Context: an optimization exercise on an open-source flow, tuned for small area and a short achievable clock period. The choices shown serve that exercise and are no tape-out recipe. In this exercise RTL edits were held to simulation tests only and were not proved equivalent to the original. No activity file was given, so power comes from the tool's default toggle rates.

## onyx
==> flow/design.v <==
`default_nettype none
package core_pkg;
	typedef logic [32-1:0]     data_t;     
	typedef logic [5-1:0] reg_idx_t;  
	typedef logic [31:0]               inst_t;     
	typedef logic [11:0]               imm12_t;    
	typedef enum logic [2:0] {
		ALU_ADD = 3'd0,
		ALU_SUB = 3'd1,
		ALU_AND = 3'd2,
		ALU_OR  = 3'd3,
		ALU_XOR = 3'd4
	} alu_op_t;
	typedef enum logic [1:0] {
		KIND_ALU     = 2'd0,  
		KIND_HALT    = 2'd1,  
		KIND_ILLEGAL = 2'd2   
	} inst_kind_t;
	typedef enum logic [1:0] {
		STATUS_RUN     = 2'd0,
		STATUS_HALTED  = 2'd1,
		STATUS_ILLEGAL = 2'd2
	} status_t;
endpackage
`default_nettype wire
`timescale 1ns/1ps
`default_nettype none
module core_top (
	input  logic        clock,
	input  logic        reset,           
	input  logic        in_valid,
	input  logic [31:0] in_inst,
	output logic        in_ready,        
	output logic        commit_valid,
	output logic        commit_wr_en,
	output logic [4:0]  commit_wr_idx,
	output logic [31:0] commit_wr_data,
	output logic [1:0]  status
);
	logic        a_valid;
	logic [31:0] a_inst;
	logic        a_fc1, a_fc2;  
	logic        a_fw1, a_fw2;  
	logic [31:1] a_s1, a_s2;    
	logic        fc1, fc2, fw1, fw2;
	logic        r_ready;       
	assign in_ready = r_ready;
	always_ff @(posedge clock) begin
		if (!reset) a_valid <= 1'b0;
		else        a_valid <= in_valid && in_ready;
	end
	assign fc1 = b_valid && b_wr && r_ready && (in_inst[19:15] == b_rd);
	assign fc2 = b_valid && b_wr && r_ready && (in_inst[24:20] == b_rd);
	assign fw1 = c_wr && (in_inst[19:15] == c_rd);
	assign fw2 = c_wr && (in_inst[24:20] == c_rd);
	always_ff @(posedge clock) begin
		a_inst <= in_inst;
		a_fc1  <= fc1;
		a_fc2  <= fc2;
		a_fw1  <= fw1 && !fc1;
		a_fw2  <= fw2 && !fc2;
		for (int i = 1; i < 32; i++) begin
			a_s1[i] <= (in_inst[19:15] == 5'(i)) && !fc1 && !fw1;
			a_s2[i] <= (in_inst[24:20] == 5'(i)) && !fc2 && !fw2;
		end
	end
	logic [6:0] opcode;
	logic [2:0] funct3;
	logic [6:0] funct7;
	logic [4:0] rs1, rs2, rd;
	logic       is_reg, is_imm, is_alu, is_wfi;
	logic       op_sub, op_and, op_or, op_xor;
	assign opcode = a_inst[6:0];
	assign funct3 = a_inst[14:12];
	assign funct7 = a_inst[31:25];
	assign rs1    = a_inst[19:15];
	assign rs2    = a_inst[24:20];
	assign rd     = a_inst[11:7];
	assign is_imm = (opcode == 7'b0010011) && (funct3 == 3'b000);
	assign is_reg = (opcode == 7'b0110011) &&
		(((funct7 == 7'b0000000) && (funct3 == 3'b000 || funct3 == 3'b100 ||
		  funct3 == 3'b110 || funct3 == 3'b111)) ||
		 ((funct7 == 7'b0100000) && (funct3 == 3'b000)));
	assign is_alu = is_imm || is_reg;
	assign is_wfi = (a_inst == 32'h10500073);
	assign op_sub = is_reg && funct7[5];
	assign op_xor = is_reg && (funct3 == 3'b100);
	assign op_or  = is_reg && (funct3 == 3'b110);
	assign op_and = is_reg && (funct3 == 3'b111);
	logic [31:0] rf [1:31];
	logic        b_valid;
	logic        b_alu;       
	logic        b_halt;      
	logic        b_wr;        
	logic [4:0]  b_rd;
	logic        b_add, b_sub, b_and, b_or;
	logic [31:0] b_a, b_b;    
	logic        b_fa, b_fb;  
	logic        c_wr;        
	logic [4:0]  c_rd;
	logic [31:0] c_data;
	logic [1:0]  c_status;
	logic [31:0] w_data;      
	logic [4:0]  w_rd;
	logic        w_wr;
	logic [31:0] rd_a, rd_b;
	always_comb begin
		rd_a = ({32{a_fc1}} & c_data) | ({32{a_fw1}} & w_data);
		rd_b = ({32{a_fc2}} & c_data) | ({32{a_fw2}} & w_data);
		for (int i = 1; i < 32; i++) begin
			rd_a = rd_a | ({32{a_s1[i]}} & rf[i]);
			rd_b = rd_b | ({32{a_s2[i]}} & rf[i]);
		end
	end
	always_ff @(posedge clock) begin
		if (!reset) b_valid <= 1'b0;
		else        b_valid <= a_valid;
	end
	always_ff @(posedge clock) begin
		b_alu  <= is_alu;
		b_halt <= is_wfi;
		b_wr   <= is_alu && (rd != 5'd0);
		b_rd   <= rd;
		b_sub  <= op_sub;
		b_and  <= op_and;
		b_or   <= op_or;
		b_add  <= !op_and && !op_or && !op_xor;
		b_fa   <= b_valid && b_wr && (b_rd == rs1) && (rs1 != 5'd0);
		b_fb   <= b_valid && b_wr && (b_rd == rs2) && (rs2 != 5'd0) && !is_imm;
		b_a    <= rd_a;
		b_b    <= is_imm ? {{20{a_inst[31]}}, a_inst[31:20]} : (op_sub ? ~rd_b : rd_b);
	end
	logic [31:0] op_a, op_b, alu_out;
	logic [31:0] x, g, t;
	logic        take;
	logic [32:0] cg [0:6];    
	logic [32:0] cp [0:6];    
	assign op_a = b_fa ? c_data : b_a;
	assign op_b = b_fb ? (c_data ^ {32{b_sub}}) : b_b;
	assign x    = op_a ^ op_b;
	assign g    = op_a & op_b;
	always_comb begin
		cg[0] = {1'b0, g[31:1], g[0] | (x[0] & b_sub)};
		cp[0] = {1'b0, x};
		for (int l = 0; l < 5; l++) begin
			for (int i = 0; i < 33; i++) begin
				if (i >= (1 << l)) begin
					cg[l+1][i] = cg[l][i] | (cp[l][i] & cg[l][i - (1 << l)]);
					cp[l+1][i] = cp[l][i] & cp[l][i - (1 << l)];
				end else begin
					cg[l+1][i] = cg[l][i];
					cp[l+1][i] = cp[l][i];
				end
			end
		end
	end
	assign t = ({32{b_add}} & {cg[5][30:0], b_sub}) | ({32{b_and}} & (op_a | op_b)) | ({32{b_or}} & g);
	assign alu_out = x ^ t;
	assign take = b_valid && in_ready;
	always_ff @(posedge clock) begin
		c_rd   <= b_rd;
		c_data <= alu_out;
		w_data <= c_data;
		w_rd   <= c_rd;
		w_wr   <= c_wr;
	end
	always_ff @(posedge clock) begin
		if (!reset) begin
			commit_valid <= 1'b0;
			c_wr         <= 1'b0;
			c_status     <= 2'd0;
			r_ready      <= 1'b1;
		end else begin
			commit_valid <= take;
			c_wr         <= take && b_wr;
			if (take && !b_alu) begin
				c_status <= b_halt ? 2'd1 : 2'd2;
				r_ready  <= 1'b0;
			end
		end
	end
	assign commit_wr_en   = c_wr;
	assign commit_wr_idx  = c_rd;
	assign commit_wr_data = c_data;
	assign status         = c_status;
	always_ff @(posedge clock) begin
		for (int i = 1; i < 32; i++)
			if (w_wr && (w_rd == 5'(i)))
				rf[i] <= w_data;
	end
endmodule
`default_nettype wire
clock: 6.0 ns
lec_check: 0
cap_margin: 20
core_margin: 2
core_utilization: 35
setup_slack_margin: 3.4
slew_margin: 20
standard.sh (not shown) runs the stock make flow with config.mk's settings and CLKGATE_MAP_FILE= SYNTH_SCRIPT=/design/flow/synth_recipe.tcl, a recipe that flattens the netlist after the stock synthesis.
==> flow/flow/run.sh <==
#!/bin/bash
set -euo pipefail
bash standard.sh "BUFFER_PORTS_ARGS=-buffer_cell sky130_fd_sc_hd__buf_4" finish > make_finish.log 2>&1
Input changes introduced in harbor (baseline for comparison: onyx):
==> flow/flow/run.sh <==
#!/bin/bash
set -euo pipefail
bash standard.sh \
  "BUFFER_PORTS_ARGS=-buffer_cell sky130_fd_sc_hd__buf_4" \
  "CTS_ARGS=-sink_clustering_enable -repair_clock_nets -dont_use_dummy_load" \
  finish > make_finish.log 2>&1
--- outcome ---
Sort harbor and onyx by combinational share of power, ascending, and onyx comes first.
met2 track utilization from global routing came out lower on harbor than on onyx.
Between harbor and onyx, the fraction of the cycle the final worst path needs is higher for onyx.
Compared with onyx, in harbor total power after layout has decreased, setup slack picked up an extra 0.031 ns, net switching share of the total power barely changed.
Changes in sierra relative to harbor:
- TNS_END_PERCENT now 30, previously not set
[summary]
Going from harbor to sierra, design area shrinks by 680 µm².
Summary of sierra over harbor: routed length on met1 saw an increase, met1 layer usage reported by global route saw little to no change, layout buffering overhead excluding clock cells saw a decrease.
The higher worst setup slack of sierra and harbor is in harbor.
On depth of the CTS H-tree, sierra and harbor are basically level.
Fmax: sierra lower than harbor
Detailed-route via count essentially unchanged between harbor and sierra.
Total power of the final layout: sierra < harbor
Modified inputs, delta compared to sierra
- changing TNS_END_PERCENT from 30 to 20
--- outcome ---
[diff] register-to-register slack, delta relative to sierra: regression. Looking at delta and sierra, the number of global-route vias before repair is a wash. delta vs. sierra: fmax decreased 0.90%, total routing resource utilization after global routing held steady, area of the multi-input gates saw little to no change, fill cell instance count of the final layout shows no meaningful change, power in combinational cells has remained practically unchanged. Number of cells in the finished layout apart from fillers essentially unchanged between sierra and delta.

-- separate check: timing with driven ports --
How much do the figures lean on ideal ports? The routed layouts below were timed once more, with nothing changed but the port constraints.
Step 1 sets driving cells, clkbuf_16 on the clock port and buf_2 on the other inputs (assumed; they add their load-dependent delay and slew).
Step 2 moves the port delays by t, midway between the first and last clock arrival at a register: inputs arrive t later, outputs are due t later. That takes back most of the time a late clock gives input paths.
Slacks: no drivers / after step 1 / after step 2; pairs: no drivers / after step 1.
| run | t, ns | setup slack, ns | worst setup path after step 2 | slew at the worst register clock pin (ns) |
|---|---|---|---|---|
| onyx | 0.832 | 3.144 / 3.144 / 3.141 | input to register | 0.07 / 0.07 |
| harbor | 0.828 | 3.175 / 3.175 / 3.169 | input to register | 0.07 / 0.07 |
| sierra | 0.815 | 3.051 / 3.051 / 3.051 | register to register | 0.07 / 0.07 |
| delta | 0.810 | 3.025 / 2.962 / 3.025 | register to register | 0.07 / 0.07 |
After both steps setup and hold are still met in every run listed. The setup slack of harbor, which loses most, moves by 0.000 ns with the drivers and by -0.006 ns with both steps.
